From an optimization exercise on the open Yosys and OpenROAD flow, aimed at small area, a short achievable clock period and few clock cycles per item; shortcuts taken in it are not production practice.
Only simulation tests tie the RTL to the original design; equivalence was not proved.

==> inputs of run G <==
Design mdu_iterative, start of the top module:
module mdu_iterative #(
    parameter int XLEN       = mdu_pkg::MDU_XLEN,
    parameter int REG_ADDR_W = 5
) (
    input  logic                  clk,
    input  logic                  reset,
    input  logic                  start,
    input  logic [2:0]            op,
    input  logic [XLEN-1:0]       rs1_val,
    input  logic [XLEN-1:0]       rs2_val,
    input  logic [REG_ADDR_W-1:0] rd_addr,
    input  logic                  kill,
    output logic                  busy,
    output logic                  done,
    output logic [XLEN-1:0]       result,
    output logic [REG_ADDR_W-1:0] wr_addr,
    output logic                  wr_en
);
    mdu_pkg::state_t state, state_nxt;
    logic [63:0] X, X_d;      
    logic        xs, xs_d;    
    logic [64:0] H, H_d;      
    logic [63:0] L, L_d;      
    logic        y, y_d;      
    logic        is_div, is_rem, res_hi, res_hi_d, corr, neg_res, a_neg;
    logic [6:0]  lza_q, lzb_q;    
    logic [2:0]  skc, skc_d;  
    logic [6:0]  stc, stc_d;  
    logic [REG_ADDR_W-1:0] rd_q;
    logic        rd_nz;
    logic        k_mstep, k_mskip, k_dstep, k_dskip, k_fix;
    logic        m_one, m_two, m_neg, m_one1, m_two1, m_neg1, m_resh, m_resl;
    logic        n_mstep, n_mskip, n_dstep, n_dskip, n_fix, n_one, n_two, n_neg;
    logic        n_one1, n_two1, n_neg1, n_resh, n_resl;
    logic in_div, a_sg, b_sg, dsg, fa, fb, swap, div0;
    logic [6:0]  lza, lzb;
    logic [7:0]  kq;
  ...
make LEC_CHECK=0 CAP_MARGIN=20 CORE_MARGIN=2 CORE_UTILIZATION=40 SETUP_SLACK_MARGIN=0.4 SLEW_MARGIN=20 finish   # period 5.5 ns
run.sh (not shown) runs the stock make flow with config.mk's settings and CLKGATE_MAP_FILE= SYNTH_SCRIPT=/design/flow/synth_recipe.tcl, a recipe that flattens the netlist after the stock synthesis.
==> run Y (differences from run G) <==
--- a/flow/design.v
+++ b/flow/design.v
@@ -124,18 +124,19 @@
     logic        y, y_d;      
     logic        is_div, is_rem, res_hi, res_hi_d, corr, neg_res, a_neg;
     logic [6:0]  lza_q, lzb_q;    
     logic [2:0]  skc, skc_d;  
     logic [6:0]  stc, stc_d;  
     logic [REG_ADDR_W-1:0] rd_q;
     logic        rd_nz;
-    logic        k_mstep, k_mskip, k_dstep, k_dskip, k_fix;
-    logic        m_one, m_two, m_neg, m_one1, m_two1, m_neg1, m_resh, m_resl;
+    logic        k_mstep, k_mskip, k_dstep, k_dskip, k_fix, k_hsum, k_hzero, k_lsum;
+    logic        m_one, m_two, m_neg, m_one1, m_two1, m_neg1, m_l;
     logic        n_mstep, n_mskip, n_dstep, n_dskip, n_fix, n_one, n_two, n_neg;
-    logic        n_one1, n_two1, n_neg1, n_resh, n_resl;
+    logic        n_hsum, n_hzero, n_lsum;
+    logic        n_one1, n_two1, n_neg1, n_l;
     logic in_div, a_sg, b_sg, dsg, fa, fb, swap, div0;
     logic [6:0]  lza, lzb;
     logic [7:0]  kq;
     logic        early;
     assign in_div = op[2];
     assign dsg    = in_div & ~op[0];                        
     assign a_sg   = ~in_div & (op[1:0] != 2'b11);           
@@ -166,23 +167,22 @@
     logic [64:0] xe;
     logic [68:0] pp0, pp1, hin, cs_s, cs_c, sum;
     logic [66:0] mag0, mag1;
     assign xe    = {xs & X[63], X};
     assign b_neg = xs & X[63];
     logic [63:0] res_sel;
     assign res_sel = res_hi ? H[63:0] : L;
-    assign mag0 = ({67{m_one}}  & {{2{xe[64]}}, xe}) | ({67{m_two}}  & {xe[64], xe, 1'b0});
+    assign mag0 = ({67{m_one}}  & {{2{xe[64]}}, xe}) | ({67{m_two}}  & {xe[64], xe, 1'b0}) |
+                  ({67{m_l}}    & {3'b000, L});
     assign mag1 = ({67{m_one1}} & {{2{xe[64]}}, xe}) | ({67{m_two1}} & {xe[64], xe, 1'b0});
     assign pp0  = {{2{mag0[66] ^ m_neg}}, mag0 ^ {67{m_neg}}};
     assign pp1  = {mag1 ^ {67{m_neg1}}, {2{m_neg1}}};
-    assign hin  = k_dstep ? {{3{H[64]}}, H, L[63]} :
-                  m_resh  ? ~{5'd0, H[63:0]} :
-                  m_resl  ? ~{5'd0, L} : {{4{H[64]}}, H};
+    assign hin  = k_dstep ? {{3{H[64]}}, H, L[63]} : {{4{H[64]}}, H};
     assign cs_s = hin ^ pp0 ^ pp1;
-    assign cs_c = {(hin[67:0] & pp0[67:0]) | (hin[67:0] & pp1[67:0]) | (pp0[67:0] & pp1[67:0]), m_neg | m_resh | m_resl};
+    assign cs_c = {(hin[67:0] & pp0[67:0]) | (hin[67:0] & pp1[67:0]) | (pp0[67:0] & pp1[67:0]), m_neg};
     mdu_add #(.W(69)) u_add (.a(cs_s), .b(cs_c), .ci(m_neg1), .s(sum));
     logic accept, mlast, dlast;
     assign accept = (state == mdu_pkg::IDLE) && start && !kill;
     assign mlast  = (k_mskip && stc == 7'd8) || (k_mstep && stc == 7'd2);
     assign dlast  = k_dstep && stc == 7'd1;
     always_comb begin
         state_nxt = state;
@@ -204,83 +204,81 @@
             mdu_pkg::FIX:  state_nxt = kill ? mdu_pkg::IDLE :
                                        (is_div & neg_res) ? mdu_pkg::NEG : mdu_pkg::DONE;
             mdu_pkg::NEG:  state_nxt = kill ? mdu_pkg::IDLE : mdu_pkg::DONE;
             mdu_pkg::DONE: state_nxt = mdu_pkg::IDLE;
             default:       state_nxt = mdu_pkg::IDLE;
         endcase
     end
+    logic [64:0] H_ns;
+    logic [63:0] L_ns;
+    logic        pre_early;
+    assign pre_early = (state == mdu_pkg::PRE) && early;
     always_comb begin
-        X_d = X; xs_d = xs; H_d = H; L_d = L; y_d = y; skc_d = skc; stc_d = stc;
+        X_d = X; xs_d = xs; y_d = y; skc_d = skc; stc_d = stc;
         res_hi_d = res_hi;
+        H_ns = H; L_ns = L;
         if (accept) begin
             X_d   = swap ? rs2_val : rs1_val;
             xs_d  = swap ? (b_sg | dsg) : a_sg;
-            H_d   = '0;
-            L_d   = swap ? rs1_val : rs2_val;
+            H_ns  = '0;
+            L_ns  = swap ? rs1_val : rs2_val;
             y_d   = 1'b0;
             skc_d = 3'd0;
             stc_d = 7'd32;
             res_hi_d = ~in_div & (op[1:0] != 2'b00);
         end
-        if (state == mdu_pkg::PRE) begin
-            if (early) begin
-                if (!is_rem) L_d = {64{div0}};
-            end else begin
-                skc_d    = chunks[2:0];
-                stc_d    = 7'd64 - {chunks[2:0], 3'b000};
-                res_hi_d = is_rem;
-                if (a_neg) L_d = sum[63:0];
-            end
-        end
-        if (state == mdu_pkg::NEG) begin
-            L_d      = sum[63:0];
-            res_hi_d = 1'b0;
+        if (state == mdu_pkg::PRE && !early) begin
+            skc_d = chunks[2:0];
+            stc_d = 7'd64 - {chunks[2:0], 3'b000};
         end
+        if (state == mdu_pkg::NEG) res_hi_d = 1'b0;
         if (k_dskip) begin
             skc_d = skc - 3'd1;
-            H_d   = {H[56:0], L[63:56]};
-            L_d   = {L[55:0], 8'd0};
+            H_ns  = {H[56:0], L[63:56]};
+            L_ns  = {L[55:0], 8'd0};
         end
         if (k_dstep) begin
             stc_d = stc - 7'd1;
-            H_d   = sum[64:0];
-            L_d   = {L[62:0], ~sum[68]};
+            L_ns  = {L[62:0], 1'b0};
         end
         if (k_mskip) begin
             stc_d = stc - 7'd8;
-            H_d   = {{16{H[64]}}, H[64:16]};
-            L_d   = {H[15:0], L[63:16]};
+            H_ns  = {{16{H[64]}}, H[64:16]};
+            L_ns  = {H[15:0], L[63:16]};
             y_d   = L[15];
         end
         if (k_mstep) begin
             stc_d = stc - 7'd2;
-            H_d   = sum[68:4];
-            L_d   = {sum[3:0], L[63:4]};
             y_d   = L[3];
         end
-        if (k_fix) H_d = sum[64:0];
+        if (k_hzero) H_ns = '0;
     end
+    assign H_d = k_mstep ? sum[68:4] : k_hsum ? sum[64:0] : H_ns;
+    assign L_d = pre_early ? (is_rem ? L : {64{div0}}) :
+                 k_mstep   ? {sum[3:0], L[63:4]} :
+                 k_lsum    ? sum[63:0] :
+                 {L_ns[63:1], L_ns[0] | (k_dstep & ~sum[68])};
     logic       div_nx, bneg_nx, ym_d, rsign_nx;
     logic [15:0] lm_d;        
     always_comb begin
         n_mstep = 1'b0; n_mskip = 1'b0; n_dstep = 1'b0; n_dskip = 1'b0; n_fix = 1'b0;
         n_one = 1'b0; n_two = 1'b0; n_neg = 1'b0;
-        n_one1 = 1'b0; n_two1 = 1'b0; n_neg1 = 1'b0; n_resh = 1'b0; n_resl = 1'b0;
+        n_one1 = 1'b0; n_two1 = 1'b0; n_neg1 = 1'b0; n_l = 1'b0;
         div_nx  = accept ? in_div : is_div;
         rsign_nx = k_dstep & sum[68];
         lm_d = accept ? (swap ? rs1_val[15:0] : rs2_val[15:0]) : k_mskip ? L[31:16] : L[19:4];
         ym_d = accept ? 1'b0 : k_mskip ? L[15] : L[3];
         bneg_nx = xs_d & X_d[63];
         if (state_nxt == mdu_pkg::FIX) begin
             n_fix = 1'b1;
             n_one = ~div_nx | rsign_nx;
             n_neg = div_nx & bneg_nx;
         end else if (state_nxt == mdu_pkg::NEG || state_nxt == mdu_pkg::PRE) begin
-            n_resh = res_hi_d;                      
-            n_resl = ~res_hi_d;
+            n_l   = 1'b1;                           
+            n_neg = 1'b1;
         end else if (state_nxt == mdu_pkg::RUN || state_nxt == mdu_pkg::PRE) begin
             if (div_nx) begin
                 n_dskip = skc_d != 3'd0;
                 n_dstep = skc_d == 3'd0;
                 n_one   = 1'b1;
                 n_neg   = rsign_nx ? bneg_nx : ~bneg_nx;
             end else begin
@@ -301,31 +299,37 @@
                     default: ;
                 endcase
             end
         end
         if (state_nxt == mdu_pkg::PRE) begin
             n_dskip = 1'b0; n_dstep = 1'b0;
         end
+        n_hsum  = (n_dstep & ~(stc_d == 7'd1 & ~is_rem)) | (n_fix & ~div_nx);
+        n_hzero = (n_dstep &  (stc_d == 7'd1 & ~is_rem)) | (n_fix &  div_nx);
+        n_lsum  = (state_nxt == mdu_pkg::PRE & accept & fa) | (state_nxt == mdu_pkg::NEG) |
+                  (n_fix & div_nx);
     end
     always_ff @(posedge clk or posedge reset) begin
         if (reset) begin
             state   <= mdu_pkg::IDLE;
             k_mstep <= 1'b0; k_mskip <= 1'b0; k_dstep <= 1'b0; k_dskip <= 1'b0; k_fix <= 1'b0;
+            k_hsum  <= 1'b0; k_hzero <= 1'b0; k_lsum <= 1'b0;
         end else begin
             state   <= state_nxt;
             k_mstep <= n_mstep; k_mskip <= n_mskip; k_dstep <= n_dstep;
             k_dskip <= n_dskip; k_fix <= n_fix;
+            k_hsum  <= n_hsum; k_hzero <= n_hzero; k_lsum <= n_lsum;
         end
     end
     always_ff @(posedge clk) begin
         X <= X_d; xs <= xs_d; H <= H_d; L <= L_d; y <= y_d;
         skc <= skc_d; stc <= stc_d; res_hi <= res_hi_d;
         m_one <= n_one; m_two <= n_two; m_neg <= n_neg;
         m_one1 <= n_one1; m_two1 <= n_two1; m_neg1 <= n_neg1;
-        m_resh <= n_resh; m_resl <= n_resl;
+        m_l <= n_l;
         if (accept) begin
             rd_q    <= rd_addr;
             rd_nz   <= rd_addr != '0;
             is_div  <= in_div;
             is_rem  <= in_div & op[1];
             corr    <= ~in_div & (swap ? (~a_sg & rs1_val[63]) : (~b_sg & rs2_val[63]));
             neg_res <= in_div & (op[1] ? fa : (fa ^ fb));
==> notes <==
In run G the core utilization is higher than in run Y, by 2.0 points.
Against run Y, the flip-flop and latch count of run G is lower by 1.
Between run Y and run G, the lower non-clock buffer count is in run Y (gap 172).
First-iteration DRC count: run Y is smaller than run G (about 12%).
Worst hold slack: run Y is better than run G (0.027 ns).
Synthesized area: run Y is smaller than run G (1.6%).
Against run G, the register-to-register slack of run Y is worse by 0.03 ns.
Testbench counts of run G, summed over its fixed seeds: cycles 35,066, items 2,400.
Testbench counts of run Y, summed over its fixed seeds: cycles 35,066, items 2,400.

afterwards: timing with drivers on the ports:
In the flow no input, the clock included, has a driving cell. The finished layouts below were timed again as built, in two steps. Step 1: set_driving_cell puts a clkbuf_16 on clk and a buf_2 on each other input, an assumption about the parent block. Step 2 times the ports against the registers' clock, not the clock port: input delays grow and output delays shrink by t, the midpoint of the rising clock arrivals with the driver on. Slacks: ideal ports / drivers / drivers and shift; pairs: ideal ports / drivers.
run	shift t [ns]	setup slack, ns	clock arrival spread, ns
run G	0.672	0.236 / 0.236 / -0.125	0.031 / 0.031
run Y	0.685	0.204 / 0.204 / -0.293	0.037 / 0.037
With both steps, setup timing fails in run G and run Y, where it was met with ideal ports. For run Y, which loses most, drivers alone change the setup slack by 0.000 ns; drivers and shift together by -0.497 ns.
